Context: an optimization exercise on an open-source flow, tuned for small area, a short achievable clock period and few clock cycles per item. The choices shown serve that exercise and are no tape-out recipe.
At most, simulation tests tie the RTL to the original design; equivalence was not proved.
No activity file was given, so power comes from the tool's default toggle rates.

==> flow/design.v (excerpt) <==
module mac_array_acc #(
  parameter int DATA_WIDTH = 8,
  parameter int ACC_WIDTH  = 32,
  parameter int LANES      = 4,
  parameter int LEN_W      = 16
) (
  input  logic                        clk,
  input  logic                        rst_n,
  input  logic                        start,
  input  logic [LEN_W-1:0]            vec_len,
  input  logic [LANES*ACC_WIDTH-1:0]  bias,
  input  logic                        sat_en,
  input  logic                        in_valid,
  output logic                        in_ready,
  input  logic [LANES*DATA_WIDTH-1:0] operand_a,
  input  logic [LANES*DATA_WIDTH-1:0] operand_b,
  output logic                        out_valid,
  input  logic                        out_ready,
  output logic [LANES*ACC_WIDTH-1:0]  out_data,
  output logic [LANES-1:0]            overflow,
  output logic                        busy
);
  logic             r_in_ready;
  logic             r_out_valid;
  logic [LEN_W-1:0] r_cnt;
  logic             r_sat;
  logic             w_beat, w_load, w_last, w_empty;
  assign busy    = r_in_ready | (r_out_valid & ~out_ready);
  ...
For scale: ~2800 cells after synthesis, ~220 flip-flops, roughly 350 I/O pins, ~0.020 mm2 of cells after synthesis.
==> module mac_array_acc, before the edit <==
module mac_array_acc #(
  parameter int DATA_WIDTH = 8,
  parameter int ACC_WIDTH  = 32,
  parameter int LANES      = 4,
  parameter int LEN_W      = 16
) (
  input  logic                        clk,
  input  logic                        rst_n,
  input  logic                        start,
  input  logic [LEN_W-1:0]            vec_len,
  input  logic [LANES*ACC_WIDTH-1:0]  bias,
  input  logic                        sat_en,
  input  logic                        in_valid,
  output logic                        in_ready,
  input  logic [LANES*DATA_WIDTH-1:0] operand_a,
  input  logic [LANES*DATA_WIDTH-1:0] operand_b,
  output logic                        out_valid,
  input  logic                        out_ready,
  output logic [LANES*ACC_WIDTH-1:0]  out_data,
  output logic [LANES-1:0]            overflow,
  output logic                        busy
);
  logic             r_in_ready;
  logic             r_out_valid;
  logic [LEN_W-1:0] r_cnt;
  logic             r_sat;
  logic             w_beat, w_load, w_last, w_empty;
  assign busy    = r_in_ready | (r_out_valid & ~out_ready);
  assign w_load  = start & ~busy;
  assign w_beat  = in_valid & r_in_ready;
  assign w_last  = (r_cnt == LEN_W'(1));
  assign w_empty = (vec_len == '0);
  always_ff @(posedge clk or negedge rst_n) begin
    if (!rst_n) begin
      r_in_ready  <= 1'b0;
      r_out_valid <= 1'b0;
    end else begin
      if (w_load) begin
        r_in_ready  <= ~w_empty;
        r_out_valid <= w_empty;
      end else if (w_beat && w_last) begin
        r_in_ready  <= 1'b0;
        r_out_valid <= 1'b1;
      end else if (out_ready) begin
        r_out_valid <= 1'b0;
      end
    end
  end
  always_ff @(posedge clk) begin
    if (w_load) begin
      r_cnt <= vec_len;
      r_sat <= sat_en;
    end else if (w_beat) begin
      r_cnt <= r_cnt - 1'b1;
    end
  end
  for (genvar g = 0; g < LANES; g++) begin : g_lane
    logic [11:0]           w_be;
    logic [15:0]           w_p, r_p, p_g;
    logic [15:0]           s;
    logic                  c;
    logic [ACC_WIDTH-1:0]  r_acc;
    logic                  r_ovf;
    logic [15:0]           hi, hi_nxt, lo_nxt;
    logic [15:0]           ones_below, zeros_below, m_up, m_dn;
    logic                  up, dn, v;
    logic                  is_max, is_min, sat_max, sat_min;
    mac_booth_enc u_enc (
      .b  (operand_b[g*DATA_WIDTH +: DATA_WIDTH]),
      .be (w_be)
    );
    mac_mul u_mul (
      .a  (operand_a[g*DATA_WIDTH +: DATA_WIDTH]),
      .be (w_be),
      .p  (w_p)
    );
    always_ff @(posedge clk) begin
      r_p <= w_p & {16{w_beat}};
    end
    assign p_g = r_p;
    mac_add16 u_add (
      .x (r_acc[15:0]),
      .y (p_g),
      .s (s),
      .c (c)
    );
    assign hi = r_acc[31:16];
    always_comb begin
      ones_below[0]  = 1'b1;
      zeros_below[0] = 1'b1;
      for (int i = 1; i < 16; i++) begin
        ones_below[i]  = ones_below[i-1] & hi[i-1];
        zeros_below[i] = zeros_below[i-1] & ~hi[i-1];
      end
    end
    assign is_max  = ones_below[15] & ~hi[15];
    assign is_min  = zeros_below[15] & hi[15];
    assign sat_max = r_sat & is_max;
    assign sat_min = r_sat & is_min;
    assign m_up    = ones_below & {16{~sat_max}};
    assign m_dn    = zeros_below & {16{~sat_min}};
    assign up  = c & ~p_g[15];
    assign dn  = ~c & p_g[15];
    assign v   = (up & is_max) | (dn & is_min);
    assign hi_nxt = hi ^ (({16{up}} & m_up) | ({16{dn}} & m_dn));
    assign lo_nxt = (s | {16{up & sat_max}}) & ~{16{dn & sat_min}};
    always_ff @(posedge clk) begin
      if (w_load) begin
        r_acc <= bias[g*ACC_WIDTH +: ACC_WIDTH];
        r_ovf <= 1'b0;
      end else begin
        r_acc <= {hi_nxt, lo_nxt};
        r_ovf <= r_ovf | v;
      end
    end
    assign out_data[g*ACC_WIDTH +: ACC_WIDTH] = {hi_nxt, lo_nxt};
    assign overflow[g] = r_ovf | v;
  end
  assign in_ready  = r_in_ready;
  assign out_valid = r_out_valid;
endmodule
clock: 5.5 ns
lec_check: 0
abc_area: 1
cap_margin: 20
core_margin: 2
core_utilization: 40
slew_margin: 20
standard.sh (not shown) runs the stock make flow with config.mk's settings and CLKGATE_MAP_FILE= SYNTH_SCRIPT=/design/flow/synth_recipe.tcl, a recipe that flattens the netlist after the stock synthesis.
==> flow/flow/run.sh <==
#!/bin/bash
# The standard layout, with the smallest plain buffer on every port in
# place of the default port buffer cell, and a clock tree without dummy
# loads and with larger sink clusters.
set -euo pipefail
bash standard.sh \
  'BUFFER_PORTS_ARGS=-buffer_cell sky130_fd_sc_hd__buf_1' \
  'CTS_ARGS=-sink_clustering_enable -repair_clock_nets -dont_use_dummy_load -sink_clustering_size 30 -sink_clustering_max_diameter 80' \
  finish > standard.log 2>&1
Testbench counts at the start, summed over its fixed seeds: cycles 5,520, jobs 320.
Edit:
--- a/flow/design.v
+++ b/flow/design.v
@@ -19,30 +19,37 @@
   output logic [LANES*ACC_WIDTH-1:0]  out_data,
   output logic [LANES-1:0]            overflow,
   output logic                        busy
 );
   logic             r_in_ready;
   logic             r_out_valid;
+  logic             r_fin;
+  logic             r_pvld;
   logic [LEN_W-1:0] r_cnt;
   logic             r_sat;
   logic             w_beat, w_load, w_last, w_empty;
-  assign busy    = r_in_ready | (r_out_valid & ~out_ready);
+  assign busy    = r_in_ready | r_fin | (r_out_valid & ~out_ready);
   assign w_load  = start & ~busy;
   assign w_beat  = in_valid & r_in_ready;
   assign w_last  = (r_cnt == LEN_W'(1));
   assign w_empty = (vec_len == '0);
   always_ff @(posedge clk or negedge rst_n) begin
     if (!rst_n) begin
       r_in_ready  <= 1'b0;
       r_out_valid <= 1'b0;
+      r_fin       <= 1'b0;
+      r_pvld      <= 1'b0;
     end else begin
+      r_fin <= w_beat & w_last;
+      r_pvld <= w_beat;
       if (w_load) begin
         r_in_ready  <= ~w_empty;
         r_out_valid <= w_empty;
       end else if (w_beat && w_last) begin
         r_in_ready  <= 1'b0;
+      end else if (r_fin) begin
         r_out_valid <= 1'b1;
       end else if (out_ready) begin
         r_out_valid <= 1'b0;
       end
     end
   end
@@ -72,15 +79,15 @@
     mac_mul u_mul (
       .a  (operand_a[g*DATA_WIDTH +: DATA_WIDTH]),
       .be (w_be),
       .p  (w_p)
     );
     always_ff @(posedge clk) begin
-      r_p <= w_p & {16{w_beat}};
+      r_p <= w_p;
     end
-    assign p_g = r_p;
+    assign p_g = r_p & {16{r_pvld}};
     mac_add16 u_add (
       .x (r_acc[15:0]),
       .y (p_g),
       .s (s),
       .c (c)
     );
@@ -110,14 +117,14 @@
         r_ovf <= 1'b0;
       end else begin
         r_acc <= {hi_nxt, lo_nxt};
         r_ovf <= r_ovf | v;
       end
     end
-    assign out_data[g*ACC_WIDTH +: ACC_WIDTH] = {hi_nxt, lo_nxt};
-    assign overflow[g] = r_ovf | v;
+    assign out_data[g*ACC_WIDTH +: ACC_WIDTH] = r_acc;
+    assign overflow[g] = r_ovf;
   end
   assign in_ready  = r_in_ready;
   assign out_valid = r_out_valid;
 endmodule
 module mac_mul (
   input  logic [7:0]  a,
After rerunning:
- die area drops by 5.2%
- clock power goes down by about 10%
- worst hold slack gains 67 ps
- cell area goes down by 5.6%
- wire length goes down by 6.6%
- clock-buffer cell count decreases by 3
- first-iteration DRC count climbs by 8.1%
- power falls by 23%
No functional check of the RTL was part of the second run of this note.

==> separate check: timing with driven ports <==
How much do the figures lean on ideal ports? The routed layouts below were timed once more, with nothing changed but the port constraints.
Step 1: set_driving_cell puts a clkbuf_16 on clk and a buf_2 on each other input, an assumption about the parent block.
Step 2, shift: input delay + t, output delay - t, t = (earliest + latest rising clock arrival at the registers) / 2. This alone moves slack from input paths to output paths.
Three values: no drivers, after step 1, after step 2; two values: the first two.
run	t, ns	setup slack, ns	slew at the worst register clock pin (ns)
the first run	0.575	0.684 / 0.629 / 0.455	0.09 / 0.09
the second run	0.556	0.850 / 0.875 / 0.319	0.10 / 0.10
After both steps setup and hold are still met in every run listed. For the second run, which loses most, drivers alone change the setup slack by +0.025 ns; drivers and shift together by -0.531 ns.
